Context: an optimization exercise on an open-source flow, tuned for small area, a short achievable clock period and few clock cycles per item. The choices shown serve that exercise and are no tape-out recipe.
Only simulation tests tie the RTL to the original design; equivalence was not proved.
No activity file was given, so power comes from the tool's default toggle rates.

===== flow/design.v =====
`timescale 1ns / 1ps
`default_nettype none
package ckcs_pkg;
	localparam int unsigned LUMA_W    = 8;
	localparam int unsigned CHROMA_W  = 8;
	localparam int unsigned ROW_W     = 9;
	localparam int unsigned COL_W     = 10;
	localparam int unsigned THR_W     = 10;
	localparam int unsigned KEY_W     = 24;
	localparam int unsigned CFG_IDX_W = 3;
	localparam int unsigned CFG_DAT_W = 24;
	localparam int unsigned IN_BITS    = 4 * LUMA_W + ROW_W + COL_W;
	localparam int unsigned IN_TDATA_W = ((IN_BITS + 7) / 8) * 8;
	localparam int unsigned OUT_BITS    = 2 * (ROW_W + COL_W);
	localparam int unsigned OUT_TDATA_W = ((OUT_BITS + 7) / 8) * 8;
	typedef enum logic [CFG_IDX_W-1:0] {
		CFG_LEFT_X      = 3'd0,
		CFG_LEFT_Y      = 3'd1,
		CFG_RIGHT_X     = 3'd2,
		CFG_RIGHT_Y     = 3'd3,
		CFG_LEFT_KEY    = 3'd4,
		CFG_RIGHT_KEY   = 3'd5,
		CFG_THRESHOLD   = 3'd6
	} cfg_index_t;
	localparam logic [KEY_W-1:0] KEY_RESET = 24'hFF8080;
	localparam logic [THR_W-1:0] THR_RESET = 10'd15;
	typedef struct packed {
		logic             frame_end;
		logic [COL_W-1:0] pair_column;
		logic [ROW_W-1:0] pixel_row;
		logic [7:0]       chroma_red;
		logic [7:0]       luma_second;
		logic [7:0]       chroma_blue;
		logic [7:0]       luma_first;
	} pixel_pair_t;
	typedef struct packed {
		logic [ROW_W-1:0] row;
		logic [COL_W-1:0] col;
	} corner_t;
	function automatic logic [7:0] abs_diff(input logic [7:0] a, input logic [7:0] b);
		abs_diff = (a > b) ? (a - b) : (b - a);
	endfunction
	function automatic logic [THR_W-1:0] color_dist(input logic [7:0] y, input logic [7:0] u,
			input logic [7:0] v, input logic [KEY_W-1:0] key);
		color_dist = THR_W'(abs_diff(key[23:16], y)) + THR_W'(abs_diff(key[15:8], u))
			+ THR_W'(abs_diff(key[7:0], v));
	endfunction
endpackage
`default_nettype wire
`timescale 1ns / 1ps
`default_nettype none
module color_key_corner_search #(
	parameter int unsigned FRAME_WIDTH  = 640,
	parameter int unsigned FRAME_HEIGHT = 480,
	parameter int unsigned RADIUS       = 25
) (
	input  wire logic                                clk,
	input  wire logic                                arst_n,
	input  wire logic                                s_axis_tvalid,
	output logic                                     s_axis_tready,
	input  wire logic [ckcs_pkg::IN_TDATA_W-1:0]     s_axis_tdata,
	input  wire logic                                s_axis_tlast,
	output logic                                     m_axis_tvalid,
	input  wire logic                                m_axis_tready,
	output logic [ckcs_pkg::OUT_TDATA_W-1:0]         m_axis_tdata,
	input  wire logic                                cfg_wen,
	input  wire logic [ckcs_pkg::CFG_IDX_W-1:0]      cfg_addr,
	input  wire logic [ckcs_pkg::CFG_DAT_W-1:0]      cfg_wdata
);
	localparam logic [10:0] RAD = 11'(RADIUS);
	logic        cw_q;          
	logic [2:0]  cw_addr_q;
	logic [9:0]  cw_data_q;
	logic [10:0] w_c, w_hi;
	logic [9:0]  w_lo;
	always_comb begin
		w_c  = cw_addr_q[0] ? 11'(cw_data_q[8:0]) : 11'(cw_data_q);
		w_lo = 10'((w_c > RAD) ? ((w_c - RAD) >> 1) : 11'd0);
		if (cw_addr_q[0]) begin
			w_hi = (w_c + RAD <= 11'(FRAME_HEIGHT)) ? (w_c + RAD - 11'd1) : 11'(FRAME_HEIGHT - 1);
		end else begin
			w_hi = (w_c + RAD <= 11'(FRAME_WIDTH)) ? (w_c + RAD - 11'd1) : 11'(FRAME_WIDTH - 1);
		end
	end
	always_ff @(posedge clk) begin
		cw_addr_q <= cfg_addr;
		cw_data_q <= cfg_wdata[9:0];
	end
	logic [8:0]  l_sxh, r_sxh;      
	logic [9:0]  l_exm1, r_exm1;    
	logic [7:0]  l_syh, r_syh;      
	logic [8:0]  l_eym1, r_eym1;    
	logic [23:0] l_nkey, r_nkey;    
	logic [10:0] nthr;              
	always_ff @(posedge clk or negedge arst_n) begin
		if (!arst_n) begin
			l_sxh  <= '0;
			l_exm1 <= 10'(RADIUS - 1);
			l_syh  <= '0;
			l_eym1 <= 9'(RADIUS - 1);
			r_sxh  <= '0;
			r_exm1 <= 10'(RADIUS - 1);
			r_syh  <= '0;
			r_eym1 <= 9'(RADIUS - 1);
			l_nkey <= ~ckcs_pkg::KEY_RESET;
			r_nkey <= ~ckcs_pkg::KEY_RESET;
			nthr   <= 11'd1024 - 11'(ckcs_pkg::THR_RESET);
		end else begin
			if (cw_q && !cw_addr_q[2]) begin
				case (cw_addr_q[1:0])
					2'd0: begin l_sxh <= w_lo[8:0]; l_exm1 <= w_hi[9:0]; end
					2'd1: begin l_syh <= w_lo[7:0]; l_eym1 <= w_hi[8:0]; end
					2'd2: begin r_sxh <= w_lo[8:0]; r_exm1 <= w_hi[9:0]; end
					default: begin r_syh <= w_lo[7:0]; r_eym1 <= w_hi[8:0]; end
				endcase
			end
			if (cfg_wen) begin
				case (cfg_addr)
					3'd4: l_nkey <= ~cfg_wdata[23:0];
					3'd5: r_nkey <= ~cfg_wdata[23:0];
					3'd6: nthr   <= 11'd1024 - 11'(cfg_wdata[9:0]);
					default: ;
				endcase
			end
		end
	end
	logic [8:0] i_row, i_ch;
	assign i_row = s_axis_tdata[40:32];
	assign i_ch  = s_axis_tdata[50:42];
	function automatic logic [8:0] kdiff(input logic [7:0] x, input logic [7:0] nk);
		logic [8:0] t;
		t     = 9'(x) + 9'(nk);
		kdiff = {t[8], t[7:0] ^ {8{~t[8]}}};
	endfunction
	logic        tready_q, v1_q, v2_q, in_frame_q, res_valid_q;
	logic        last1_q, lin1_q, rin1_q;
	logic [8:0]  row1_q, ch1_q;
	logic [8:0]  ly0_q, ly1_q, lu_q, lv_q, ry0_q, ry1_q, ru_q, rv_q;
	always_ff @(posedge clk) begin
		ly0_q   <= kdiff(s_axis_tdata[7:0],   l_nkey[23:16]);
		ly1_q   <= kdiff(s_axis_tdata[23:16], l_nkey[23:16]);
		lu_q    <= kdiff(s_axis_tdata[15:8],  l_nkey[15:8]);
		lv_q    <= kdiff(s_axis_tdata[31:24], l_nkey[7:0]);
		ry0_q   <= kdiff(s_axis_tdata[7:0],   r_nkey[23:16]);
		ry1_q   <= kdiff(s_axis_tdata[23:16], r_nkey[23:16]);
		ru_q    <= kdiff(s_axis_tdata[15:8],  r_nkey[15:8]);
		rv_q    <= kdiff(s_axis_tdata[31:24], r_nkey[7:0]);
		row1_q  <= i_row;
		ch1_q   <= i_ch;
		last1_q <= s_axis_tlast;
		lin1_q  <= (i_row[8:1] >= l_syh) && (i_row <= l_eym1) && (i_ch >= l_sxh) && (i_ch <= l_exm1[9:1]);
		rin1_q  <= (i_row[8:1] >= r_syh) && (i_row <= r_eym1) && (i_ch >= r_sxh) && (i_ch <= r_exm1[9:1]);
	end
	function automatic logic kmatch(input logic [8:0] dy, input logic [9:0] s1,
			input logic [9:0] k1, input logic dv_c, input logic nt_hi);
		logic [9:0]  y, s2;
		logic [10:0] k2;
		logic        co;
		y  = {2'b00, dy[7:0]};
		s2 = s1 ^ k1 ^ y;
		k2 = {(s1 & k1) | (s1 & y) | (k1 & y), dv_c};
		co = {s2, dy[8]} > {~k2[9:0], 1'b0};
		kmatch = ~(k2[10] ^ nt_hi ^ co);
	endfunction
	logic [9:0] l_a, l_b, l_s1, l_k1, r_a, r_b, r_s1, r_k1;
	logic [1:0] lm, rm;
	logic       last2_q, lin2_q, rin2_q;
	logic [1:0] lm2_q, rm2_q;
	logic       lhit2, lb2, rhit2, rb2;
	logic [8:0] row2_q, ch2_q;
	logic [10:0] ql2_q, qr2_q;    
	always_comb begin
		l_a  = {2'b00, lu_q[7:0]};
		l_b  = {2'b00, lv_q[7:0]};
		l_s1 = l_a ^ l_b ^ nthr[9:0];
		l_k1 = {(l_a & l_b) | (l_a & nthr[9:0]) | (l_b & nthr[9:0]), lu_q[8]};
		r_a  = {2'b00, ru_q[7:0]};
		r_b  = {2'b00, rv_q[7:0]};
		r_s1 = r_a ^ r_b ^ nthr[9:0];
		r_k1 = {(r_a & r_b) | (r_a & nthr[9:0]) | (r_b & nthr[9:0]), ru_q[8]};
		lm[0] = kmatch(ly0_q, l_s1, l_k1[9:0], lv_q[8], nthr[10]);
		lm[1] = kmatch(ly1_q, l_s1, l_k1[9:0], lv_q[8], nthr[10]);
		rm[0] = kmatch(ry0_q, r_s1, r_k1[9:0], rv_q[8], nthr[10]);
		rm[1] = kmatch(ry1_q, r_s1, r_k1[9:0], rv_q[8], nthr[10]);
	end
	always_ff @(posedge clk) begin
		row2_q  <= row1_q;
		ch2_q   <= ch1_q;
		ql2_q   <= 11'(row1_q) - 11'({ch1_q, 1'b0}) - 11'd1;
		qr2_q   <= 11'(row1_q) + 11'({ch1_q, 1'b0});
		last2_q <= last1_q;
		lin2_q  <= lin1_q;
		rin2_q  <= rin1_q;
		lm2_q   <= lm;
		rm2_q   <= rm;
	end
	logic [8:0]  lb_row, rb_row;
	logic [9:0]  lb_col, rb_col;
	logic        l_upd, r_upd, load;
	function automatic logic nonneg3(input logic [12:0] a, input logic [12:0] b,
			input logic [12:0] c, input logic e0, input logic e1);
		logic [12:0] s1, k1;
		logic        co;
		s1 = a ^ b ^ c;
		k1 = {((a[11:0] & b[11:0]) | (a[11:0] & c[11:0]) | (b[11:0] & c[11:0])), e0};
		co = {s1[11:0], e1} > {~k1[11:0], 1'b0};
		nonneg3 = ~(s1[12] ^ k1[12] ^ co);
	endfunction
	always_comb begin
		lhit2 = lin2_q && (lm2_q[0] || lm2_q[1]);
		lb2 = !lm2_q[0];
		rhit2 = rin2_q && (rm2_q[0] || rm2_q[1]);
		rb2 = rm2_q[1];
		l_upd = v2_q && lhit2 && nonneg3({{2{ql2_q[10]}}, ql2_q}, {3'd0, lb_col}, ~{4'd0, lb_row},
			!lb2, 1'b0);
		r_upd = v2_q && rhit2 && nonneg3({2'd0, qr2_q}, ~{3'd0, rb_col}, ~{4'd0, rb_row},
			rb2, 1'b1);
		load  = !v2_q && !in_frame_q && !res_valid_q;
	end
	always_ff @(posedge clk) begin
		if (load) begin
			lb_row <= {l_syh, 1'b0};
			lb_col <= l_exm1;
			rb_row <= {r_syh, 1'b0};
			rb_col <= {r_sxh, 1'b0};
		end else begin
			if (l_upd) begin
				lb_row <= row2_q;
				lb_col <= {ch2_q, lb2};
			end
			if (r_upd) begin
				rb_row <= row2_q;
				rb_col <= {ch2_q, rb2};
			end
		end
	end
	always_ff @(posedge clk or negedge arst_n) begin
		if (!arst_n) begin
			tready_q    <= 1'b1;
			cw_q        <= 1'b0;
			v1_q        <= 1'b0;
			v2_q        <= 1'b0;
			in_frame_q  <= 1'b0;
			res_valid_q <= 1'b0;
		end else begin
			cw_q <= cfg_wen;
			v1_q <= s_axis_tvalid && tready_q;
			v2_q <= v1_q;
			if (cfg_wen || (s_axis_tvalid && tready_q && s_axis_tlast)) begin
				tready_q <= 1'b0;
			end else if ((res_valid_q && m_axis_tready) || cw_q) begin
				tready_q <= 1'b1;
			end
			if (v2_q) begin
				in_frame_q <= !last2_q;
			end
			if (v2_q && last2_q) begin
				res_valid_q <= 1'b1;
			end else if (m_axis_tready) begin
				res_valid_q <= 1'b0;
			end
		end
	end
	assign s_axis_tready = tready_q;
	assign m_axis_tvalid = res_valid_q;
	assign m_axis_tdata  = {2'b00, rb_row, rb_col, lb_row, lb_col};
endmodule
`default_nettype wire

===== flow/flow/run.sh =====
#!/bin/bash
# Standard layout, with the port buffers made from buf_1 cells.
cp standard.sh standard_sh.txt
export BUFFER_PORTS_ARGS="-buffer_cell sky130_fd_sc_hd__buf_1"
bash standard.sh > standard.log 2>&1

===== flow/standard.sh =====
#!/bin/bash
# synth_recipe.tcl (not shown) runs the flow's synth.tcl, then flattens the netlist and writes it again
# the make line also repeats each setting of config.mk as NAME=value (left out here)
make -C /OpenROAD-flow-scripts/flow DESIGN_CONFIG=/design/flow/config.mk WORK_HOME=/design/flow/orfs CLKGATE_MAP_FILE= SYNTH_SCRIPT=/design/flow/synth_recipe.tcl "${@:-finish}"

===== flow/config.mk =====
export PLATFORM = sky130hd
export DESIGN_NAME = color_key_corner_search
export DESIGN_NICKNAME = color_key_corner_search
export VERILOG_FILES = /design/flow/design.v
export SDC_FILE = /design/flow/constraint.sdc
export NUM_CORES = 4
export LEC_CHECK = 0
export CAP_MARGIN = 5
export CORE_MARGIN = 2
export CORE_UTILIZATION = 40
export SETUP_SLACK_MARGIN = 4.8
export SLEW_MARGIN = 5

===== flow/constraint.sdc =====
create_clock -name core_clock -period 7.5 [get_ports {clk}]
set_input_delay 1.5000 -clock core_clock [delete_from_list [all_inputs] [get_ports {clk}]]
set_output_delay 1.5000 -clock core_clock [all_outputs]
set_load 0.01 [all_outputs]

==> results of run 1 <==
[critical path, stage by stage, from the launching register on]
cell     delay (ns)
dfrtp_2        0.45
fa_2           0.64
fa_1           0.47
ha_4           0.23
nor2b_1        0.13
o21a_1         0.16
o21a_1         0.16
o21a_1         0.17
o21ai_2        0.12
a21oi_2        0.11
xnor2_1        0.15
[layout by cell type (no fill, tap or decap), types with 20 or more instances in the layout]
cell and count:
o21bai_1 23, a21oi_2 26, nor3_1 29, buf_4 51, nor2_1 78, nand2_1 160
clkbuf_16 40, buf_1 103, a21oi_1 65, inv_1 216, dfxtp_1 152, dfstp_2 44
a21o_1 30, dfrtp_1 90, edfxtp_1 35, xnor2_1 97, fa_1 66, a22o_1 26
o21ai_0 108, ha_1 200, nand2b_1 20, o21a_1 32, xor2_1 33
[flip-flops by register name, summed over array words and instances (netlist names), 10 cells and up]
register,count
cw_data_q,10
l_exm1,10
l_nkey,24
lb_col,10
nthr,11
ql2_q,11
qr2_q,11
r_nkey,24
rb_col,10
[timing repair]
item,CTS,global route
endpoints found under the setup margin,158,147
gates cloned,6,3
resized for setup,79,69
setup buffers,42,19
pin swaps,72,58
hold buffers,0,0
[final cells by class]
cell class | count | area share, %
Timing Repair Buffer | 188 | 4.989
Sequential cell | 326 | 33.31
Tap cell | 615 | 3.364
Antenna cell | 2 | 0.02188
Inverter | 224 | 3.730
Clock buffer | 56 | 4.989
Clock inverter | 13 | 0.3884
Multi-Input combinational cell | 1293 | 49.21
[where the power goes]
group          leakage (nW)  switching (mW)  internal, mW
sequential             3.25           0.304          2.25
clock                 0.610           0.762          1.06
combinational          6.36            2.34          2.07
total                  10.2            3.41          5.38
[worst paths after layout]
check / slack [ns] / from / to
setup / recovery: 4.59 / nthr[1]$_DFFE_PN0P_ / lm2_q[0]$_DFF_P_
hold / removal: 0.33 / last1_q$_DFF_P_ / last2_q$_DFF_P_
setup reg to reg: 4.59 / nthr[1]$_DFFE_PN0P_ / lm2_q[0]$_DFF_P_
hold reg to reg: 0.33 / last1_q$_DFF_P_ / last2_q$_DFF_P_
max in group asynchronous: 5.74 / arst_n / nthr[2]$_DFFE_PN0P_
min in group asynchronous: 1.00 / arst_n / l_nkey[18]$_DFFE_PN0P_
[layer usage]
layer  vias up  wire length [um]  part of all wire (%)  GRT usage (%)
met2       287             23610                    48          34.05
met4         2              1435                   2.9          6.213
met1      6655             22260                    45          26.36
li1       6801                 -                     -              -
met3        87              1972                   4.0          2.870
met5         -                13                 0.026              0
[logic make-up (layout without fill, tap and decap cells)]
| family | count (synthesis) | after routing | synth area share (%) |
|---|---|---|---|
| XOR/XNOR | 149 | 149 | 6.841 |
| buffers and inverters | 272 | 481 | 5.542 |
| AO/OA/AOI/OAI | 424 | 424 | 14.47 |
| flip-flops | 326 | 326 | 39.91 |
| AND/OR/NAND/NOR | 395 | 404 | 9.825 |
| other | 1 | 4 | 0.01966 |
| multiplexers | 20 | 20 | 1.122 |
| adder cells (fa/ha/maj) | 294 | 294 | 22.27 |
[through the flow]
stage                     total power [mW]  hold WS [ns]  instances  utilization (%)
final                                8.788        0.3280       2717            48.21
after global routing                 9.510        0.3362       2717            48.21
after CTS                            8.522        0.3283       2693            47.11
after detailed placement             6.455        0.3363       2576            43.16
after global placement               6.306        0.3132       2576            43.16
after floorplan                      5.382        0.3096       1882                -
==> key figures, run 1 <==
Setup path
  – FF-to-FF path depth: 10
  – WS Path Type: reg -> reg
  – CP max FO: 3
  – Data required time of the worst path: 7.93 ns
  – Critical path data arrival time: 3.34 ns
  – Startpoint Class: register
  – Crit path capture type: register

Cells and area
  – Area added between synthesis and finish: 19.91%
  – Final net count: about 2500
  – Final instance area: ~23000 um2
  – Area of the multi-input gates: around 11000 um2
  – Share of cells above drive strength 1: 17.38%
  – FF+latch area: 7619 um2
  – Filler Cell Count: roughly 4400

CTS
  – CTS tree: yes
  – Root Buffer: clkbuf_16
  – Num CTS Buffers: 38
  – CTS Buffer Depth: 3
  – Clock Sinks: 326
  – Clk Latency, worst-skew pair: approximately 0.57 ns
  – Worst-path clk slew: ~0.060 ns
  – Htree depth: 2

STA
  – Setup TNS: 0 ns
  – Layout Skew: ~0.025 ns
  – RSZ-0062 raised after global routing: yes
  – Max Slew Vio Count: 0
  – Fin crit share: 38.76%
  – Final hold vios: 0
  – Final worst setup slack: 4.593 ns
  – Fmax: between 0.3 and 0.4 GHz
  – Max transition margin: about a quarter
  – Worst Max-Slew Pin Slew: 1.143 ns
  – Final Critical Period: 2.907 ns
  – Final setup fails: 0

Die
  – # IOs: 131
  – Die span in x: 222.4 um
  – Die height: between 200 and 250 um
  – Core area: 47450 um2
  – Cell Rows: 80
  – Starting Density: between 40 and 50%
  – Die ar.: 49450 um2

Synth
  – Top-area cell type share of the netlist area: around 16%
  – Yosys cell types: 71
  – Synth top cells by count: inv_1 (224), ha_1 (218), nand2_1 (161)
  – Cells after Synth: 1881
  – Post-synth EDFFs: 35
  – Most frequent cell after synthesis: inv_1
  – Async SR Flop Fraction: 41.72%
  – Post-synthesis sequential area ratio: 39.91%
  – Yosys reg bits: 326
  – Top cells by area, synth: dfxtp_1 (16%), ha_1 (14%), dfrtp_1 (12%), fa_1 (8.0%), dfstp_2 (6.1%)
  – Most used DFF post-synth: dfxtp_1
  – Syn Area/Cell: 10.14 um2
  – Post-Syn Area: 19080 um2
  – Yosys top cell by area: dfxtp_1
  – Yosys warns: 1

Placement
  – PortBufs: 122
  – Final GP Congestion: approximately 0.87
  – HPWL Detailed: between 30000 and 40000 um
  – Setup WS pre-CTS: 3.796 ns
  – Placement Cell Area: 20480 um2

Global routing
  – First-pass GRT wire length: 77270 um
  – GRT Util Overall: 20.01%
  – Initial antenna violation count: 4
  – GRT overflow: 0
  – Pin count of the biggest net entering global routing: 137
  – Vias in the first global route: 14213

Pwr
  – Power Dens Cells: 384.2 nW/um2
  – Leakage power: 10.22 nW
  – VDD IR max: roughly 230 uV

Routing
  – Initial DRC count: 734
  – Post-DR wirelength/cell: between 15 and 20 um
  – 1st-pass router iterations: 5
  – Post-route DRC: 0
  – Final ANT Viol Nets: 0
  – Vias per inst: 5.091
  – DRT Wirelength: 49290 um
  – Vias: 13832

Run status
  – Status: timing/DRC/antenna clean

Flow run
  – Max Cap Violations: 0

Min path
  – Class of the tightest hold or removal check: reg -> reg
  – Hold Path Cell Cnt: 0
Testbench counts, summed over its fixed seeds: cycles 2,457,656, items 2,457,600.
==> inputs of run 2 (changes only) <==
--- a/flow/config.mk
+++ b/flow/config.mk
@@ -5,8 +5,8 @@
 export SDC_FILE = /design/flow/constraint.sdc
 export NUM_CORES = 4
 export LEC_CHECK = 0
-export CAP_MARGIN = 5
+export CAP_MARGIN = 20
 export CORE_MARGIN = 2
 export CORE_UTILIZATION = 40
-export SETUP_SLACK_MARGIN = 4.8
-export SLEW_MARGIN = 5
+export SETUP_SLACK_MARGIN = 4.4
+export SLEW_MARGIN = 20
==> key figures, run 2 <==
Setup path
  – Worst Setup SP: nthr[1]$_DFFE_PN0P_
  – Reg-to-reg startpoint: nthr[1]$_DFFE_PN0P_
  – CP top delay family: adder cells
  – Crit-path most repeated cell: o21a_1
  – Buf/Inv on CP: 0 (unchanged)
  – Data required time of the worst path: 7.94 ns (about the same)
  – FF-to-FF path depth: 10 (unchanged)
  – Slowest CP cell: fa_2
  – WS Path Type: reg -> reg
  – Crit-path cells: fa_2 > fa_1 > ha_1 > nor2b_1 > o21a_1 > o21a_1 > o21a_1 > o21ai_0 > a21oi_2 > xnor2_1
  – Critical path data arrival time: 3.49 ns (+0.15 ns)
  – CP max stage delay: 0.62 ns (-0.02 ns)
  – Startpoint Class: register
  – Worst path depth: 10 (unchanged)
  – Crit path capture type: register
  – CP max FO: 3 (unchanged)

Die
  – Cell Rows: 80 (unchanged)
  – Die ar.: 49450 um2 (unchanged)
  – Starting Density: 40.21% (unchanged)
  – Die span in x: 222.4 um (unchanged)
  – Die height: 222.4 um (unchanged)
  – # IOs: 131 (unchanged)
  – Core area: 47450 um2 (unchanged)

Pwr
  – Total power: 8.300 mW (-5.6%)
  – Power Dens Cells: 382.7 nW/um2 (-0.40%)
  – VDD IR max: 224.5 uV (-1.4%)
  – Leakage power: 9.716 nW (-4.9%)

Cells and area
  – Most common cell after layout, fill and taps aside: inv_1
  – Most frequent cells in the layout: inv_1 (224), ha_1 (212), nand2_1 (161)
  – Filler Cell Count: 4500 (+2.7%)
  – Final net count: 2392 (-2.5%)
  – Area added between synthesis and finish: 13.71%
  – Regs by FF count: l_nkey (24), r_nkey (24)
  – Ant diodes: 0 (-2)
  – Share of cells above drive strength 1: 10.50% (-6.9 points)
  – Final instance area: 21690 um2 (-5.2%)

Global routing
  – Met2 GRT Util: 31.47% (-2.6 points)
  – GR Util met1: 26.07% (-0.29 points)
  – GRT overflow: 0 (unchanged)
  – Vias in the first global route: 13559 (-4.6%)
  – GRT Util Overall: 19.03% (-0.98 points)
  – Met3 usage: 2.552% (-0.32 points)
  – Initial antenna violation count: 2 (-2)
  – Pin count of the biggest net entering global routing: 76 (-45%)
  – GRT busiest layer: met2
  – First-pass GRT wire length: 73480 um (-4.9%)

STA
  – Max transition margin: 48.35% (+25 points)
  – Worst hold slack: 0.3308 ns (+0.002776 ns)
  – Final hold vios: 0 (unchanged)
  – Setup TNS: 0 ns (unchanged)
  – Final setup fails: 0 (unchanged)
  – Final worst setup slack: 4.454 ns (-0.1389 ns)
  – Layout Skew: 0.02326 ns (-0.001425 ns)
  – Max Slew Vio Count: 0 (unchanged)
  – Final Critical Period: 3.046 ns (+0.1389 ns)
  – RSZ-0062 raised after global routing: no
  – Fmax: 0.3283 GHz (-4.6%)
  – Worst Max-Slew Pin Slew: 0.7706 ns (-0.3724 ns)
  – Fin crit share: 40.61% (+1.9 points)

Routing
  – Vias: 13380 (-3.3%)
  – DRT Wirelength: 46380 um (-5.9%)
  – Final ANT Viol Nets: 0 (unchanged)
  – Post-route DRC: 0 (unchanged)
  – 1st-pass router iterations: 5 (unchanged)
  – Initial DRC count: 680 (-7.4%)
  – Post-DR wirelength/cell: 17.47 um (-3.7%)
  – Vias per inst: 5.041 (-0.97%)

CTS
  – Clk Latency, worst-skew pair: 0.56 ns (about the same)
  – Num CTS Buffers: 38 (unchanged)
  – Htree depth: 2 (unchanged)
  – CTS tree: yes
  – Worst-path clk slew: 0.06 ns (about the same)
  – Root Buffer: clkbuf_16
  – Clock Sinks: 326 (unchanged)
  – CTS Buffer Depth: 3 (unchanged)

Min path
  – HP Start: last1_q$_DFF_P_
  – Class of the tightest hold or removal check: reg -> reg
  – Hold Path Cell Cnt: 0 (unchanged)

Flow run
  – Max Cap Violations: 0 (unchanged)

Placement
  – HPWL Detailed: 36880 um (-0.34%)
  – Setup WS pre-CTS: 3.714 ns (-0.08191 ns)
  – Final GP Congestion: 0.8879 (+2.3%)
  – PortBufs: 122 (unchanged)
  – Placement Cell Area: 20270 um2 (-1.0%)

Synth
  – Yosys cell types: 71 (unchanged)
  – Post-Syn Area: 19080 um2 (unchanged)
  – Post-synthesis sequential area ratio: 39.91% (unchanged)
  – Syn Area/Cell: 10.14 um2 (unchanged)
  – Async SR Flop Fraction: 41.72% (unchanged)
  – Cells after Synth: 1881 (unchanged)
  – Post-synth EDFFs: 35 (unchanged)
  – Most frequent cell after synthesis: inv_1
  – Most used DFF post-synth: dfxtp_1
  – Top-area cell type share of the netlist area: 16.27% (unchanged)
  – Yosys reg bits: 326 (unchanged)
  – Yosys warns: 1 (unchanged)
  – Synth top cells by count: inv_1 (224), ha_1 (218), nand2_1 (161)
  – Yosys top cell by area: dfxtp_1
  – Top cells by area, synth: dfxtp_1 (16%), ha_1 (14%), dfrtp_1 (12%), fa_1 (8.0%), dfstp_2 (6.1%)

Run status
  – Status: timing/DRC/antenna clean
run 2: cell counts after synthesis:
No cell type changed its count.
run 2: where the power goes:
| part | switching [mW] | internal (mW) | leakage [nW] |
|---|---|---|---|
| clock | 0.753 | 1.14 | 0.635 |
| combinational | 2.11 | 1.77 | 5.83 |
| sequential | 0.289 | 2.25 | 3.25 |
| total | 3.15 | 5.15 | 9.72 |
run 2: layer usage:
layer | part of all wire (%) | routed length [um]
met3 | 4.0 | 1839
met5 | 0.056 | 26
met1 | 48 | 22210
met4 | 2.3 | 1074
met2 | 46 | 21220
run 2: worst register-to-register path: stages (launching register included):
cell and delay (ns):
dfrtp_2 0.44, fa_2 0.62, fa_1 0.43, ha_1 0.33, nor2b_1 0.15, o21a_1 0.16
o21a_1 0.16, o21a_1 0.16, o21ai_0 0.20, a21oi_2 0.14, xnor2_1 0.14
run 2: final timing paths:
path / endpoint / slack, ns
max in group asynchronous: r_eym1[4]$_DFFE_PN1P_ / 5.65
worst min register to register: last2_q$_DFF_P_ / 0.33
worst min-delay path: last2_q$_DFF_P_ / 0.33
worst max-delay path: lm2_q[0]$_DFF_P_ / 4.45
min in group asynchronous: l_exm1[0]$_DFFE_PN0P_ / 0.85
worst max register to register: lm2_q[0]$_DFF_P_ / 4.45
run 2: what timing repair did:
action                                  4_1_cts  5_1_grt
buffers inserted                              0        1
pin swaps                                     2        2
resized for setup                             9       15
endpoints found under the setup margin       53       42
cloned                                        2        2
hold buffers                                  0        0
run 2: logic make-up after synthesis:
kind of cell / synth area share (%)
buffers and inverters: 5.542
and+or+nand+nor: 9.825
DFF: 39.91
muxes: 1.122
adders and majority gates: 22.27
xor gates and xnor gates: 6.841
AOI/OAI and AO/OA: 14.47
other: 0.01966
run 2: layout make-up:
type	count	area [um2]	share of cell area [%]
clock buffers	53	1100	5.070
multi-input cells	1288	10620	48.98
inverters	224	840.8	3.876
clock inverters	17	187.7	0.8653
flip-flops and latches	326	7615	35.11
well taps	615	769.5	3.548
repair buffers	131	554.3	2.555
run 2: through the flow:
| stage | instances | utilization, % |
|---|---|---|
| global route | 2654 | 45.72 |
| detailed placement | 2578 | 42.72 |
| finish | 2654 | 45.72 |
| global placement | 2578 | 42.72 |
| CTS | 2650 | 45.50 |
| floorplan | 1882 | - |
==> inputs of run 3 (changes only) <==
--- a/flow/config.mk
+++ b/flow/config.mk
@@ -8,5 +8,5 @@
 export CAP_MARGIN = 20
 export CORE_MARGIN = 2
 export CORE_UTILIZATION = 40
-export SETUP_SLACK_MARGIN = 4.4
+export SETUP_SLACK_MARGIN = 4.5
 export SLEW_MARGIN = 20
==> key figures, run 3 <==
Run status
  – Status: timing/DRC/antenna clean

Die
  – Starting Density: 40.21% (unchanged)
  – Die height: 222.4 um (unchanged)
  – Die span in x: 222.4 um (unchanged)
  – Cell Rows: 80 (unchanged)
  – Die ar.: 49450 um2 (unchanged)
  – # IOs: 131 (unchanged)
  – Core area: 47450 um2 (unchanged)

Routing
  – DRT Wirelength: 46920 um (+1.2%)
  – Initial DRC count: 640 (-5.9%)
  – Final ANT Viol Nets: 0 (unchanged)
  – Vias per inst: 5.069 (+0.54%)
  – Post-DR wirelength/cell: 17.57 um (+0.53%)
  – 1st-pass router iterations: 7 (+2)
  – Vias: 13539 (+1.2%)
  – Post-route DRC: 0 (unchanged)

STA
  – Layout Skew: 0.04355 ns (+0.02029 ns)
  – Setup TNS: 0 ns (unchanged)
  – Final worst setup slack: 4.555 ns (+0.1006 ns)
  – RSZ-0062 raised after global routing: yes
  – Fmax: 0.3395 GHz (+3.4%)
  – Final setup fails: 0 (unchanged)
  – Final Critical Period: 2.945 ns (-0.1006 ns)
  – Final hold vios: 0 (unchanged)
  – Fin crit share: 39.27% (-1.3 points)
  – Worst Max-Slew Pin Slew: 0.9251 ns (+0.1545 ns)
  – Max transition margin: 38.33% (-10 points)
  – Max Slew Vio Count: 0 (unchanged)

Setup path
  – Startpoint Class: register
  – Critical path data arrival time: 3.28 ns (-0.21 ns)
  – Reg2reg setup slack: 4.55 ns (+0.10 ns)
  – CP max FO: 10 (+7)
  – Reg-to-reg startpoint: rb_row[1]$_DFFE_PP_
  – FF-to-FF path depth: 11 (+1)
  – Data required time of the worst path: 7.84 ns (-0.10 ns)
  – Crit path capture type: register
  – Worst Setup SP: rb_row[1]$_DFFE_PP_
  – Worst r2r dst: rb_col[7]$_DFFE_PP_
  – WS Path Type: reg -> reg
  – End of the critical path: rb_col[7]$_DFFE_PP_

Placement
  – PortBufs: 122 (unchanged)
  – Final GP Congestion: 0.8489 (-4.4%)
  – HPWL Detailed: 36610 um (-0.72%)
  – Placed cell count: 2577 (-0.039%)
  – Setup WS pre-CTS: 3.760 ns (+0.04569 ns)

CTS
  – CTS tree: yes
  – CTS Buffer Depth: 3 (unchanged)
  – Clock Sinks: 326 (unchanged)
  – Root Buffer: clkbuf_16
  – Worst-path clk slew: 0.06 ns (about the same)
  – Num CTS Buffers: 40 (+5.3%)
  – Clk Latency, worst-skew pair: 0.59 ns (+0.03 ns)
  – Cts-stage hold buffer count: 0 (unchanged)
  – Htree depth: 2 (unchanged)

Pwr
  – VDD IR max: 192.8 uV (-14%)
  – Power Dens Cells: 385.3 nW/um2 (+0.69%)
  – Leakage power: 9.834 nW (+1.2%)

Synth
  – Cells after Synth: 1881 (unchanged)
  – Most used DFF post-synth: dfxtp_1
  – Yosys warns: 1 (unchanged)
  – Most frequent cell after synthesis: inv_1
  – Post-synthesis sequential area ratio: 39.91% (unchanged)
  – Top-area cell type share of the netlist area: 16.27% (unchanged)
  – Synth top cells by count: inv_1 (224), ha_1 (218), nand2_1 (161)
  – Yosys cell types: 71 (unchanged)
  – Top cells by area, synth: dfxtp_1 (16%), ha_1 (14%), dfrtp_1 (12%), fa_1 (8.0%), dfstp_2 (6.1%)
  – Post-Syn Area: 19080 um2 (unchanged)
  – Yosys reg bits: 326 (unchanged)
  – Post-synth EDFFs: 35 (unchanged)
  – Yosys top cell by area: dfxtp_1
  – Syn Area/Cell: 10.14 um2 (unchanged)
  – Async SR Flop Fraction: 41.72% (unchanged)

Cells and area
  – Regs by FF count: l_nkey (24), r_nkey (24)
  – Most frequent cells in the layout: inv_1 (222), ha_1 (208), nand2_1 (161)
  – Share of cells above drive strength 1: 12.27% (+1.8 points)
  – Fin util: 46.51% (+0.80 points)
  – Finished Layout Cells: 2671 (+0.64%)
  – Area added between synthesis and finish: 15.69%
  – Final net count: 2404 (+0.50%)
  – Most common cell after layout, fill and taps aside: inv_1

Global routing
  – GRT overflow: 0 (unchanged)
  – Initial antenna violation count: 4 (+2)
  – GRT Util Overall: 19.49% (+0.46 points)
  – Vias in the first global route: 13764 (+1.5%)
  – Pin count of the biggest net entering global routing: 137 (+80%)
  – First-pass GRT wire length: 75310 um (+2.5%)

Min path
  – Class of the tightest hold or removal check: reg -> reg
  – HP Start: last1_q$_DFF_P_

Flow run
  – Max Cap Violations: 0 (unchanged)
run 3: area by class of cell:
| type | instances | area, um2 |
|---|---|---|
| Clock inverter | 19 | 183.9 |
| Multi-Input combinational cell | 1290 | 10860 |
| Tap cell | 615 | 769.5 |
| Fill cell | 4500 | 25380 |
| Timing Repair Buffer | 139 | 609.3 |
| Antenna cell | 3 | 7.507 |
| Inverter | 224 | 840.8 |
| Clock buffer | 55 | 1181 |
| Sequential cell | 326 | 7617 |
run 3: critical path: stages (launching register included):
cell and delay, ns:
edfxtp_1 0.41, inv_1 0.10, fa_1 0.44, ha_1 0.30, o21a_1 0.10, o21ai_0 0.14
nand2_1 0.13, a221oi_4 0.36, o21ai_4 0.14, and2_4 0.22, buf_4 0.16, a22o_1 0.19
run 3: timing repair:
item	CTS	global route
setup buffers	2	8
pin swaps	6	23
setup endpoints to repair	61	66
gates cloned	5	2
gates resized for setup	25	25
run 3: how the worst min path moves through the flow:
stage	end	slack, ns	cells past startpoint
after floorplan	last2_q$_DFF_P_	0.31	0
after global placement	last2_q$_DFF_P_	0.31	0
after detailed placement	last2_q$_DFF_P_	0.32	0
after CTS	last2_q$_DFF_P_	0.33	0
after global routing	v2_q$_DFF_PN0_	0.35	0
final	last2_q$_DFF_P_	0.32	0
run 3: power breakdown:
group | switching, mW | internal [mW] | total, mW
logic | 2.16 | 1.85 | 4.00
clock network | 0.805 | 1.15 | 1.96
registers | 0.297 | 2.25 | 2.54
total | 3.26 | 5.25 | 8.50
run 3: kinds of logic (layout without fill, tap and decap cells):
kind of cell,count (synthesis),in the layout,synth area share (%)
AO/OA/AOI/OAI,424,424,14.47
AND/OR/NAND/NOR,395,401,9.825
flip-flops,326,326,39.91
adder cells (fa/ha/maj),294,294,22.27
buffers and inverters,272,437,5.542
XOR/XNOR,149,149,6.841
multiplexers,20,20,1.122
other,1,5,0.01966
run 3: per-layer routing:
metal	track usage, %	part of all wire (%)	up-vias
li1	-	-	6696
met1	27.05	47	6491
met2	30.69	45	278
met3	3.306	4.9	70
met4	6.950	2.9	4
met5	0	0.060	-
run 3: metrics by stage:
stage	power (mW)	hold slack [ns]	cell area [um2]
after floorplan	5.343	0.3096	19330
after global routing	9.294	0.3494	22070
after detailed placement	6.405	0.3210	20410
after global placement	6.287	0.3145	20410
after CTS	8.490	0.3290	21910
final	8.504	0.3248	22070
==> inputs of run 4 (changes only) <==
--- a/flow/config.mk
+++ b/flow/config.mk
@@ -8,5 +8,5 @@
 export CAP_MARGIN = 20
 export CORE_MARGIN = 2
 export CORE_UTILIZATION = 40
-export SETUP_SLACK_MARGIN = 4.5
+export SETUP_SLACK_MARGIN = 4.7
 export SLEW_MARGIN = 20
==> key figures, run 4 <==
Run status
  – Status: timing/DRC/antenna clean

Min path
  – Hold Path Cell Cnt: 0 (unchanged)
  – Hold endpoint: last2_q$_DFF_P_
  – HP Start: last1_q$_DFF_P_
  – Class of the tightest hold or removal check: reg -> reg

Setup path
  – Worst r2r dst: rm2_q[1]$_DFF_P_
  – Startpoint Class: register
  – Slowest CP cell: fa_2
  – Buf/Inv on CP: 0 (-2)
  – CP top delay family: adder cells
  – WS Path Type: reg -> reg
  – Reg2reg setup slack: 4.58 ns (+0.02 ns)
  – Crit path capture type: register
  – FF-to-FF path depth: 10 (-1)
  – CP max FO: 3 (-7)
  – Crit-path cells: fa_2 > fa_1 > ha_1 > nor2b_1 > o21a_1 > o21a_1 > o21a_1 > o21ai_2 > a31oi_2 > xnor2_1
  – Reg-to-reg startpoint: nthr[1]$_DFFE_PN0P_
  – Data required time of the worst path: 7.94 ns (+0.10 ns)
  – Critical path data arrival time: 3.36 ns (+0.08 ns)
  – CP max stage delay: 0.61 ns (+0.17 ns)
  – Crit-path most repeated cell: o21a_1

Placement
  – Setup WS pre-CTS: 3.840 ns (+0.08016 ns)
  – Final GP Congestion: 0.8428 (-0.72%)
  – Placed cell count: 2577 (unchanged)
  – PortBufs: 122 (unchanged)
  – HPWL Detailed: 37180 um (+1.5%)

Global routing
  – Vias in the first global route: 14144 (+2.8%)
  – Pin count of the biggest net entering global routing: 77 (-44%)
  – GRT Util Overall: 19.75% (+0.27 points)
  – First-pass GRT wire length: 76160 um (+1.1%)
  – Initial antenna violation count: 2 (-2)
  – GRT overflow: 0 (unchanged)

Die
  – Die span in x: 222.4 um (unchanged)
  – Core area: 47450 um2 (unchanged)
  – Starting Density: 40.21% (unchanged)
  – # IOs: 131 (unchanged)
  – Die height: 222.4 um (unchanged)
  – Die ar.: 49450 um2 (unchanged)
  – Cell Rows: 80 (unchanged)

CTS
  – Htree depth: 2 (unchanged)
  – Worst-path clk slew: 0.06 ns (about the same)
  – CTS Buffer Depth: 3 (unchanged)
  – Cts-stage hold buffer count: 0 (unchanged)
  – Clk Latency, worst-skew pair: 0.58 ns (about the same)
  – Num CTS Buffers: 40 (unchanged)
  – Clock Sinks: 326 (unchanged)
  – Root Buffer: clkbuf_16
  – CTS tree: yes

Pwr
  – VDD IR max: 237.4 uV (+23%)
  – Power Dens Cells: 396.1 nW/um2 (+2.8%)
  – Leakage power: 10.09 nW (+2.6%)

Routing
  – Post-route DRC: 0 (unchanged)
  – DRT Wirelength: 48190 um (+2.7%)
  – Vias per inst: 5.079 (+0.20%)
  – Initial DRC count: 645 (+0.78%)
  – 1st-pass router iterations: 4 (-3)
  – Vias: 13718 (+1.3%)
  – Final ANT Viol Nets: 0 (unchanged)
  – Post-DR wirelength/cell: 17.84 um (+1.6%)

STA
  – Max Slew Vio Count: 0 (unchanged)
  – Final worst setup slack: 4.579 ns (+0.02420 ns)
  – Final hold vios: 0 (unchanged)
  – Final Critical Period: 2.921 ns (-0.02420 ns)
  – Max transition margin: 50.90% (+13 points)
  – Worst Max-Slew Pin Slew: 0.7326 ns (-0.1925 ns)
  – Fmax: 0.3423 GHz (+0.83%)
  – Final setup fails: 0 (unchanged)
  – Setup TNS: 0 ns (unchanged)
  – Worst hold slack: 0.3328 ns (+0.007988 ns)
  – Layout Skew: 0.01955 ns (-0.02400 ns)
  – RSZ-0062 raised after global routing: yes
  – Fin crit share: 38.95% (-0.32 points)

Synth
  – Most used DFF post-synth: dfxtp_1
  – Yosys cell types: 71 (unchanged)
  – Post-synthesis sequential area ratio: 39.91% (unchanged)
  – Most frequent cell after synthesis: inv_1
  – Yosys reg bits: 326 (unchanged)
  – Top-area cell type share of the netlist area: 16.27% (unchanged)
  – Synth top cells by count: inv_1 (224), ha_1 (218), nand2_1 (161)
  – Post-Syn Area: 19080 um2 (unchanged)
  – Syn Area/Cell: 10.14 um2 (unchanged)
  – Yosys warns: 1 (unchanged)
  – Async SR Flop Fraction: 41.72% (unchanged)
  – Post-synth EDFFs: 35 (unchanged)
  – Yosys top cell by area: dfxtp_1
  – Cells after Synth: 1881 (unchanged)
  – Top cells by area, synth: dfxtp_1 (16%), ha_1 (14%), dfrtp_1 (12%), fa_1 (8.0%), dfstp_2 (6.1%)

Cells and area
  – Finished Layout Cells: 2701 (+1.1%)
  – Most frequent cells in the layout: inv_1 (216), ha_1 (201), nand2_1 (160)
  – Final net count: 2436 (+1.3%)
  – Most common cell after layout, fill and taps aside: inv_1
  – Area added between synthesis and finish: 18.78%
  – Regs by FF count: l_nkey (24), r_nkey (24)
  – Fin util: 47.76% (+1.2 points)
  – Share of cells above drive strength 1: 16.02% (+3.7 points)

Flow run
  – Max Cap Violations: 0 (unchanged)
-- run 4: cell counts after synthesis --
No cell type changed its count.
-- run 4: metrics by stage --
step / area (um2) / power, mW
after global placement: 20440 / 6.293
after global routing: 22660 / 9.735
final: 22660 / 8.976
after detailed placement: 20440 / 6.416
after floorplan: 19380 / 5.360
after CTS: 22270 / 8.757
-- run 4: cell families after synthesis --
kind of cell / Yosys count / synth area share [%]
compound gates: 424 / 14.47
simple gates: 395 / 9.825
flops: 326 / 39.91
buf+inv: 272 / 5.542
xor+xnor: 149 / 6.841
mux: 20 / 1.122
other cells: 1 / 0.01966
fa+ha+maj: 294 / 22.27
-- run 4: worst max path at each step --
| stage | start | to | slack (ns) | depth (start not counted) |
|---|---|---|---|---|
| after detailed placement | s_axis_tdata[33] | rin1_q$_DFF_P_ | 3.84 | 9 |
| after CTS | nthr[1]$_DFFE_PN0P_ | rm2_q[1]$_DFF_P_ | 4.59 | 10 |
| after global routing | nthr[7]$_DFFE_PN1P_ | rm2_q[1]$_DFF_P_ | 4.49 | 9 |
| final | nthr[1]$_DFFE_PN0P_ | rm2_q[1]$_DFF_P_ | 4.58 | 10 |
| after floorplan | s_axis_tdata[24] | lv_q[7]$_DFF_P_ | 4.40 | 9 |
| after global placement | s_axis_tdata[33] | lin1_q$_DFF_P_ | 3.88 | 9 |
-- run 4: layout make-up --
cell class / instances / area (um2)
Clock inverter: 18 / 209.0
Timing Repair Buffer: 170 / 898.4
Fill cell: 4424 / 24790
Inverter: 224 / 853.3
Tap cell: 615 / 769.5
Multi-Input combinational cell: 1291 / 11090
Antenna cell: 1 / 2.502
Clock buffer: 56 / 1216
Sequential cell: 326 / 7619
-- run 4: per-layer routing --
| metal | GRT usage (%) | up-vias | wire, um |
|---|---|---|---|
| li1 | - | 6748 | - |
| met1 | 26.20 | 6607 | 21960 |
| met2 | 33.43 | 287 | 22810 |
| met3 | 3.055 | 76 | 2071 |
| met4 | 5.694 | 0 | 1353 |
| met5 | 0 | - | 0 |
-- run 4: timing repair --
| action | 4_1_cts | 5_1_grt |
|---|---|---|
| pin swaps | 52 | 61 |
| setup endpoints to repair | 130 | 129 |
| gates cloned | 6 | 1 |
| gates resized for setup | 58 | 57 |
| setup buffers | 26 | 15 |
-- run 4: report_power, final --
| part | leakage (nW) | internal, mW | switching (mW) |
|---|---|---|---|
| Clock | 0.694 | 1.22 | 0.800 |
| Combinational | 6.15 | 2.08 | 2.33 |
| Sequential | 3.25 | 2.25 | 0.301 |
| Total | 10.1 | 5.54 | 3.43 |
==> inputs of run 5 (changes only) <==
--- a/flow/config.mk
+++ b/flow/config.mk
@@ -8,5 +8,5 @@
 export CAP_MARGIN = 20
 export CORE_MARGIN = 2
 export CORE_UTILIZATION = 40
-export SETUP_SLACK_MARGIN = 4.7
+export SETUP_SLACK_MARGIN = 4.6
 export SLEW_MARGIN = 20
==> key figures, run 5 <==
Min path
  – Class of the tightest hold or removal check: reg -> reg
  – Hold endpoint: last2_q$_DFF_P_
  – Hold Path Cell Cnt: 0 (unchanged)
  – HP Start: last1_q$_DFF_P_

Setup path
  – CP top delay family: adder cells
  – CP max stage delay: 0.50 ns (-0.11 ns)
  – Data required time of the worst path: 7.79 ns (-0.15 ns)
  – Reg-to-reg startpoint: lb_col[0]$_DFFE_PP_
  – CP max FO: 7 (+4)
  – Critical path data arrival time: 3.21 ns (-0.15 ns)
  – FF-to-FF path depth: 10 (unchanged)
  – Worst r2r dst: lb_row[8]$_DFFE_PP_
  – Slowest CP cell: fa_1
  – Worst path depth: 10 (unchanged)
  – Startpoint Class: register
  – Reg2reg setup slack: 4.59 ns (about the same)
  – Crit path capture type: register
  – Crit-path cells: fa_1 > ha_4 > nor2b_4 > o21a_1 > o21ai_1 > nand2b_1 > a221oi_2 > nor3_2 > buf_6 > or2_4
  – WS Path Type: reg -> reg
  – Buf/Inv on CP: 1 (+1)

Routing
  – Initial DRC count: 604 (-6.4%)
  – DRT Wirelength: 47570 um (-1.3%)
  – Vias: 13589 (-0.94%)
  – Post-DR wirelength/cell: 17.74 um (-0.60%)
  – Post-route DRC: 0 (unchanged)
  – Vias per inst: 5.067 (-0.24%)
  – Final ANT Viol Nets: 0 (unchanged)
  – 1st-pass router iterations: 5 (+1)

Placement
  – Placement Cell Area: 20420 um2 (-0.11%)
  – PortBufs: 122 (unchanged)
  – Placed cell count: 2578 (+0.039%)
  – HPWL Detailed: 36950 um (-0.63%)
  – Final GP Congestion: 0.8614 (+2.2%)

Cells and area
  – Final net count: 2420 (-0.66%)
  – Regs by FF count: l_nkey (24), r_nkey (24)
  – Area added between synthesis and finish: 16.37%
  – Final instance area: 22200 um2 (-2.0%)
  – FF+latch area: 7617 um2 (about the same)
  – Most frequent cells in the layout: inv_1 (215), ha_1 (204), nand2_1 (161)
  – Finished Layout Cells: 2682 (-0.70%)
  – Share of cells above drive strength 1: 14.04% (-2.0 points)
  – Fin util: 46.79% (-0.97 points)
  – Filler Cell Count: 4422 (-0.045%)
  – Most common cell after layout, fill and taps aside: inv_1
  – Area of the multi-input gates: 11030 um2 (-0.56%)

Die
  – Core area: 47450 um2 (unchanged)
  – Cell Rows: 80 (unchanged)
  – Die height: 222.4 um (unchanged)
  – Starting Density: 40.21% (unchanged)
  – Die ar.: 49450 um2 (unchanged)
  – Die span in x: 222.4 um (unchanged)
  – # IOs: 131 (unchanged)

Synth
  – Yosys cell types: 71 (unchanged)
  – Cells after Synth: 1881 (unchanged)
  – Syn Area/Cell: 10.14 um2 (unchanged)
  – Post-Syn Area: 19080 um2 (unchanged)
  – Post-synth EDFFs: 35 (unchanged)
  – Yosys warns: 1 (unchanged)
  – Synth top cells by count: inv_1 (224), ha_1 (218), nand2_1 (161)
  – Yosys reg bits: 326 (unchanged)
  – Top cells by area, synth: dfxtp_1 (16%), ha_1 (14%), dfrtp_1 (12%), fa_1 (8.0%), dfstp_2 (6.1%)
  – Async SR Flop Fraction: 41.72% (unchanged)
  – Top-area cell type share of the netlist area: 16.27% (unchanged)
  – Most frequent cell after synthesis: inv_1
  – Yosys top cell by area: dfxtp_1
  – Post-synthesis sequential area ratio: 39.91% (unchanged)
  – Most used DFF post-synth: dfxtp_1

STA
  – Setup TNS: 0 ns (unchanged)
  – Final Critical Period: 2.911 ns (-0.01045 ns)
  – Final hold vios: 0 (unchanged)
  – Max Slew Vio Count: 0 (unchanged)
  – Worst Max-Slew Pin Slew: 0.8675 ns (+0.1350 ns)
  – RSZ-0062 raised after global routing: yes
  – Max transition margin: 42.17% (-8.7 points)
  – Fmax: 0.3436 GHz (+0.36%)
  – Final setup fails: 0 (unchanged)
  – Layout Skew: 0.02265 ns (+0.003098 ns)
  – Fin crit share: 38.81% (-0.14 points)

CTS
  – Worst-path clk slew: 0.05 ns (about the same)
  – CTS tree: yes
  – CTS Buffer Depth: 3 (unchanged)
  – Clock Sinks: 326 (unchanged)
  – Clk Latency, worst-skew pair: 0.55 ns (-0.03 ns)
  – Htree depth: 2 (unchanged)
  – Root Buffer: clkbuf_16
  – Num CTS Buffers: 38 (-5.0%)

Pwr
  – VDD IR max: 227.8 uV (-4.1%)
  – Combinational power share: 49.5% (+0.4 points)
  – Switching pwr: 3.296 mW (-3.9%)
  – Share of power burned in registers: 29.8% (+1.4 points)
  – Clock share of power: 20.7% (-1.8 points)
  – Sw frac: 38.57% (+0.34 points)
  – P_int: 5.250 mW (-5.3%)
  – Leakage power: 9.869 nW (-2.2%)
  – Power Dens Cells: 385.0 nW/um2 (-2.8%)

Run status
  – Status: timing/DRC/antenna clean

Global routing
  – Initial antenna violation count: 3 (+1)
  – Vias in the first global route: 13998 (-1.0%)
  – GRT overflow: 0 (unchanged)
  – Pin count of the biggest net entering global routing: 62 (-19%)
  – GRT Util Overall: 19.53% (-0.22 points)
  – First-pass GRT wire length: 75130 um (-1.3%)

Flow run
  – Max Cap Violations: 0 (unchanged)
[run 5: final cells by class]
cell class              instances  area share (%)
flip-flops and latches        326           34.31
diodes                          1         0.01127
well taps                     615           3.466
clock inverters                15          0.6256
clock buffers                  54           4.695
inverters                     224           3.799
multi-input cells            1291           49.68
repair buffers                156           3.410
[run 5: timing repair]
item,CTS,global route
hold buffers,0,0
resized for setup,43,54
setup endpoints to repair,84,145
setup buffers,13,13
gates cloned,7,1
pin swaps,40,41
[run 5: logic make-up (layout without fill, tap and decap cells)]
logic type	after synthesis	count (layout)	synth area share [%]
other	1	3	0.01966
adders and majority gates	294	294	22.27
buffers and inverters	272	449	5.542
xor gates and xnor gates	149	149	6.841
DFF	326	326	39.91
and+or+nand+nor	395	402	9.825
AOI/OAI and AO/OA	424	424	14.47
muxes	20	20	1.122
[run 5: worst reg2reg max path, delay by kind of cell (launching register included)]
family | cells | cell delay (ns)
buf+inv | 1 | 0.18
compound gates | 3 | 0.64
flops | 1 | 0.43
simple gates | 4 | 0.64
fa+ha+maj | 2 | 0.77
[run 5: power groups by stage]
stage / registers (mW) / logic [mW] / clock network [mW]
finish: 2.55 / 4.23 / 1.77
global route: 2.60 / 4.82 / 1.89
CTS: 2.55 / 4.06 / 1.82
detailed placement: 2.59 / 3.83 / 0
global placement: 2.57 / 3.71 / 0
floorplan: 2.48 / 2.87 / 0
[run 5: worst max-delay path by stage]
stage / slack, ns / end / startpoint
4_1_cts: 4.50 / lb_row[8]$_DFFE_PP_ / lb_col[1]$_DFFE_PP_
3_5_place_dp: 3.59 / lin1_q$_DFF_P_ / s_axis_tdata[33]
2_1_floorplan: 4.40 / lv_q[7]$_DFF_P_ / s_axis_tdata[24]
3_3_place_gp: 3.57 / lin1_q$_DFF_P_ / s_axis_tdata[33]
5_1_grt: 4.49 / lb_col[3]$_DFFE_PP_ / lb_col[1]$_DFFE_PP_
6_report: 4.59 / lb_row[8]$_DFFE_PP_ / lb_col[0]$_DFFE_PP_
[run 5: metal layers]
metal,GRT usage [%],routed length [um]
met1,26.74,22630
met2,31.66,21760
met3,2.803,1744
met4,6.863,1416
met5,0,22
[run 5: stage by stage]
stage | hold WS [ns] | setup slack (ns) | total power, mW
global placement | 0.3143 | 3.566 | 6.287
detailed placement | 0.3161 | 3.587 | 6.413
global route | 0.3412 | 4.486 | 9.309
finish | 0.3298 | 4.589 | 8.547
floorplan | 0.3096 | 4.399 | 5.346
CTS | 0.3353 | 4.502 | 8.430
==> inputs of run 6 (changes only) <==
--- a/flow/design.v
+++ b/flow/design.v
@@ -124,6 +124,14 @@
 			end
 		end
 	end
+	function automatic logic gtc(input logic [12:0] a, input logic [12:0] b, input logic ci);
+		logic g;
+		g = ci;
+		for (int i = 0; i < 13; i++) begin
+			g = (a[i] != b[i]) ? a[i] : g;
+		end
+		gtc = g;
+	endfunction
 	logic [8:0] i_row, i_ch;
 	assign i_row = s_axis_tdata[40:32];
 	assign i_ch  = s_axis_tdata[50:42];
@@ -148,18 +156,22 @@
 		row1_q  <= i_row;
 		ch1_q   <= i_ch;
 		last1_q <= s_axis_tlast;
-		lin1_q  <= (i_row[8:1] >= l_syh) && (i_row <= l_eym1) && (i_ch >= l_sxh) && (i_ch <= l_exm1[9:1]);
-		rin1_q  <= (i_row[8:1] >= r_syh) && (i_row <= r_eym1) && (i_ch >= r_sxh) && (i_ch <= r_exm1[9:1]);
+		lin1_q  <= !gtc(13'(l_syh), 13'(i_row[8:1]), 1'b0) && !gtc(13'(i_row), 13'(l_eym1), 1'b0)
+			&& !gtc(13'(l_sxh), 13'(i_ch), 1'b0) && !gtc(13'(i_ch), 13'(l_exm1[9:1]), 1'b0);
+		rin1_q  <= !gtc(13'(r_syh), 13'(i_row[8:1]), 1'b0) && !gtc(13'(i_row), 13'(r_eym1), 1'b0)
+			&& !gtc(13'(r_sxh), 13'(i_ch), 1'b0) && !gtc(13'(i_ch), 13'(r_exm1[9:1]), 1'b0);
 	end
 	function automatic logic kmatch(input logic [8:0] dy, input logic [9:0] s1,
 			input logic [9:0] k1, input logic dv_c, input logic nt_hi);
 		logic [9:0]  y, s2;
 		logic [10:0] k2;
+		logic [9:0]  nk2;
 		logic        co;
 		y  = {2'b00, dy[7:0]};
 		s2 = s1 ^ k1 ^ y;
 		k2 = {(s1 & k1) | (s1 & y) | (k1 & y), dv_c};
-		co = {s2, dy[8]} > {~k2[9:0], 1'b0};
+		nk2 = ~k2[9:0];
+		co = gtc(13'(s2), 13'(nk2), dy[8]);
 		kmatch = ~(k2[10] ^ nt_hi ^ co);
 	endfunction
 	logic [9:0] l_a, l_b, l_s1, l_k1, r_a, r_b, r_s1, r_k1;
@@ -200,10 +212,12 @@
 	function automatic logic nonneg3(input logic [12:0] a, input logic [12:0] b,
 			input logic [12:0] c, input logic e0, input logic e1);
 		logic [12:0] s1, k1;
+		logic [11:0] nk1;
 		logic        co;
 		s1 = a ^ b ^ c;
 		k1 = {((a[11:0] & b[11:0]) | (a[11:0] & c[11:0]) | (b[11:0] & c[11:0])), e0};
-		co = {s1[11:0], e1} > {~k1[11:0], 1'b0};
+		nk1 = ~k1[11:0];
+		co = gtc(13'(s1[11:0]), 13'(nk1), e1);
 		nonneg3 = ~(s1[12] ^ k1[12] ^ co);
 	endfunction
 	always_comb begin
==> key figures, run 6 <==
Run status
  – Status: timing/DRC/antenna clean

Die
  – # IOs: 131 (unchanged)
  – Starting Density: 40.72% (+0.52 points)
  – Die span in x: 214.1 um (-3.7%)
  – Die height: 214.1 um (-3.7%)
  – Cell Rows: 76 (-5.0%)
  – Die ar.: 45840 um2 (-7.3%)
  – Core area: 43360 um2 (-8.6%)

CTS
  – Htree depth: 2 (unchanged)
  – CTS Buffer Depth: 3 (unchanged)
  – Clk Latency, worst-skew pair: 0.56 ns (about the same)
  – Worst-path clk slew: 0.06 ns (about the same)
  – Num CTS Buffers: 39 (+2.6%)
  – CTS tree: yes
  – Clock Sinks: 326 (unchanged)
  – Root Buffer: clkbuf_16
  – Cts-stage hold buffer count: 0 (unchanged)

Setup path
  – Worst Setup SP: nthr[7]$_DFFE_PN1P_
  – Startpoint Class: register
  – Worst r2r dst: rm2_q[1]$_DFF_P_
  – WS Path Type: reg -> reg
  – Crit path capture type: register
  – Critical path data arrival time: 3.51 ns (+0.30 ns)
  – Reg2reg setup slack: 4.42 ns (-0.17 ns)
  – Data required time of the worst path: 7.93 ns (+0.14 ns)
  – Reg-to-reg startpoint: nthr[7]$_DFFE_PN1P_
  – CP max FO: 3 (-4)
  – FF-to-FF path depth: 11 (+1)

Cells and area
  – Area added between synthesis and finish: 17.99%
  – Final instance area: 20840 um2 (-6.1%)
  – Most common cell after layout, fill and taps aside: nand2_1
  – Final net count: 2130 (-12%)
  – Most frequent cells in the layout: nand2_1 (183), dfxtp_1 (153), inv_1 (130)
  – Ant diodes: 0 (-1)
  – Share of cells above drive strength 1: 15.89% (+1.9 points)
  – Regs by FF count: l_nkey (24), r_nkey (24)

STA
  – Setup TNS: 0 ns (unchanged)
  – Fin crit share: 41.11% (+2.3 points)
  – Final worst setup slack: 4.416 ns (-0.1728 ns)
  – Worst Max-Slew Pin Slew: 1.065 ns (+0.1976 ns)
  – Final hold vios: 0 (unchanged)
  – Fmax: 0.3243 GHz (-5.6%)
  – Max Slew Vio Count: 0 (unchanged)
  – RSZ-0062 raised after global routing: yes
  – Max transition margin: 28.79% (-13 points)
  – Layout Skew: 0.01343 ns (-0.009220 ns)
  – Final setup fails: 0 (unchanged)
  – Final Critical Period: 3.084 ns (+0.1728 ns)

Synth
  – Top-area cell type share of the netlist area: 17.57% (+1.3 points)
  – Synth Area in Compound Gates: 16.82% (+2.4 points)
  – Cells after Synth: 1730 (-8.0%)
  – Post-synthesis sequential area ratio: 43.11% (+3.2 points)
  – Syn Area/Cell: 10.21 um2 (+0.65%)
  – Most used DFF post-synth: dfxtp_1
  – Adder-Cell Fraction of Synth Area: 16.69% (-5.6 points)
  – Synth Area in Simple Gates: 10.50% (+0.68 points)
  – Yosys top cell by area: dfxtp_1
  – Multiplexer area fraction after synthesis: 0.9424% (-0.18 points)
  – Async SR Flop Fraction: 41.72% (unchanged)
  – Top cells by area, synth: dfxtp_1 (18%), dfrtp_1 (13%), fa_1 (8.6%), dfstp_2 (6.5%), ha_1 (6.3%)
  – Yosys cell types: 83 (+17%)
  – Xor and xnor fraction of the mapped netlist area: 7.738% (+0.90 points)
  – Post-synth EDFFs: 35 (unchanged)
  – Post-Syn Area: 17660 um2 (-7.4%)
  – Synth top cells by count: nand2_1 (184), dfxtp_1 (155), inv_1 (136)
  – Yosys warns: 1 (unchanged)
  – Yosys reg bits: 326 (unchanged)
  – Most frequent cell after synthesis: nand2_1
  – Largest family of logic cells by synthesized area: compound AO/OA/AOI/OAI gates

Routing
  – Vias per inst: 5.144 (+1.5%)
  – Final ANT Viol Nets: 0 (unchanged)
  – Vias: 12818 (-5.7%)
  – Initial DRC count: 646 (+7.0%)
  – 1st-pass router iterations: 7 (+2)
  – DRT Wirelength: 42950 um (-9.7%)
  – Post-route DRC: 0 (unchanged)
  – Post-DR wirelength/cell: 17.23 um (-2.8%)

Placement
  – Final GP Congestion: 0.8489 (-1.5%)
  – Placement Cell Area: 18980 um2 (-7.1%)
  – HPWL Detailed: 33190 um (-10%)
  – Setup WS pre-CTS: 3.700 ns (+0.1135 ns)
  – PortBufs: 122 (unchanged)

Min path
  – Hold endpoint: last2_q$_DFF_P_
  – HP Start: last1_q$_DFF_P_
  – Hold Path Cell Cnt: 0 (unchanged)
  – Class of the tightest hold or removal check: reg -> reg

Pwr
  – Power Dens Cells: 387.8 nW/um2 (+0.73%)
  – VDD IR max: 224.4 uV (-1.5%)
  – Leakage power: 8.782 nW (-11%)
  – Total power: 8.080 mW (-5.5%)

Global routing
  – Pin count of the biggest net entering global routing: 78 (+26%)
  – GRT overflow: 0 (unchanged)
  – Initial antenna violation count: 0 (-3)
  – GRT Util Overall: 18.92% (-0.62 points)
  – First-pass GRT wire length: 68650 um (-8.6%)
  – Vias in the first global route: 12781 (-8.7%)

Flow run
  – Max Cap Violations: 0 (unchanged)
## run 6: cell types whose count changed in the layout (fill, tap and decap cells not counted), sizes merged, moves of 10 or more
cell,before,now
o21a,32,6
nand2,161,184
ha,218,89
o22ai,5,16
maj3,0,30
inv,226,141
nor3,41,25
a21oi,92,82
## run 6: routing by layer
metal | vias to the layer above | GRT usage (%) | share of wire [%]
met1 | 6155 | 26.10 | 48
met3 | 66 | 3.149 | 4.5
met4 | 0 | 6.111 | 2.7
met5 | - | 0 | 0
met2 | 294 | 30.36 | 45
li1 | 6303 | - | -
## run 6: worst max path at each step
stage	endpoint	slack [ns]	cells after the start
3_3_place_gp	lin1_q$_DFF_P_	3.70	8
2_1_floorplan	lin1_q$_DFF_P_	4.35	7
6_report	rm2_q[1]$_DFF_P_	4.42	11
4_1_cts	rm2_q[1]$_DFF_P_	4.43	10
3_5_place_dp	lin1_q$_DFF_P_	3.70	8
5_1_grt	rm2_q[1]$_DFF_P_	4.28	11
## run 6: metrics by stage
step / util, % / instances / hold slack, ns
after floorplan: - / 1731 / 0.3096
after global placement: 43.76 / 2394 / 0.3109
after detailed placement: 43.76 / 2394 / 0.3226
after CTS: 47.44 / 2480 / 0.3338
after global routing: 48.05 / 2492 / 0.3349
final: 48.05 / 2492 / 0.3285
## run 6: repair_timing
action / in CTS / in global routing
buffers inserted: 11 / 11
endpoints found under the setup margin: 50 / 127
gates cloned: 3 / 0
resized for setup: 43 / 46
pin swaps: 31 / 44
endpoints found under the hold margin: 0 / 0
## run 6: logic make-up after synthesis
| family | count (synthesis) |
|---|---|
| AOI/OAI and AO/OA | 455 |
| xor gates and xnor gates | 156 |
| adders and majority gates | 195 |
| buffers and inverters | 188 |
| DFF | 326 |
| muxes | 15 |
| other | 1 |
| and+or+nand+nor | 394 |
## run 6: area by class of cell
type                            instances  area [um2]
Inverter                              137       521.8
Timing Repair Buffer                  153       762.0
Tap cell                              585       732.0
Sequential cell                       326        7615
Clock inverter                         13       177.7
Clock buffer                           59        1197
Multi-Input combinational cell       1219        9829
Fill cell                            4053       22530
## run 6: power breakdown
part,switching [mW],leakage (nW),total [mW],internal (mW)
registers,0.333,3.25,2.58,2.25
clock network,0.763,0.678,1.98,1.22
logic,1.88,4.86,3.52,1.64
## run 6: critical path: stages, from the launching register on
cell and delay, ns:
dfstp_2 0.39, buf_4 0.13, fa_1 0.59, inv_1 0.07
fa_1 0.52, nor2b_1 0.06, a21oi_1 0.10, o21ai_0 0.16
a211oi_2 0.28, a211oi_2 0.12, maj3_2 0.36, xnor2_4 0.16
Testbench counts of run 6, summed over its fixed seeds: cycles 2,457,656, items 2,457,600.

==> port drivers added, routing unchanged <==
The results above use ideal ports. As a check the final layouts listed here were re-extracted and re-timed, cells and wires unchanged.
Step 1: set_driving_cell puts a clkbuf_16 on clk and a buf_2 on each other input, an assumption about the parent block.
Step 2 times the ports against the registers' clock, not the clock port: input delays grow and output delays shrink by t, the midpoint of the rising clock arrivals with the driver on.
Three values: no drivers, after step 1, after step 2; two values: the first two.
run | shift t [ns] | setup slack, ns | worst hold slack (ns) | latest minus earliest clock arrival (ns) | pins driven straight from the clock port
run 1 | 0.603 | 4.593 / 4.593 / 4.071 | 0.328 / 0.328 / 0.328 | 0.029 / 0.028 | 1
run 2 | 0.603 | 4.454 / 4.454 / 3.916 | 0.331 / 0.331 / 0.331 | 0.025 / 0.025 | 1
run 3 | 0.621 | 4.555 / 4.555 / 3.961 | 0.325 / 0.325 / 0.325 | 0.049 / 0.048 | 1
run 4 | 0.617 | 4.579 / 4.579 / 4.088 | 0.333 / 0.333 / 0.333 | 0.026 / 0.027 | 1
run 5 | 0.597 | 4.589 / 4.589 / 4.026 | 0.330 / 0.330 / 0.330 | 0.026 / 0.026 | 1
run 6 | 0.609 | 4.416 / 4.416 / 3.944 | 0.329 / 0.329 / 0.329 | 0.016 / 0.017 | 1
After both steps setup and hold are still met in every run listed. The setup slack of run 3, which loses most, moves by 0.000 ns with the drivers and by -0.594 ns with both steps.
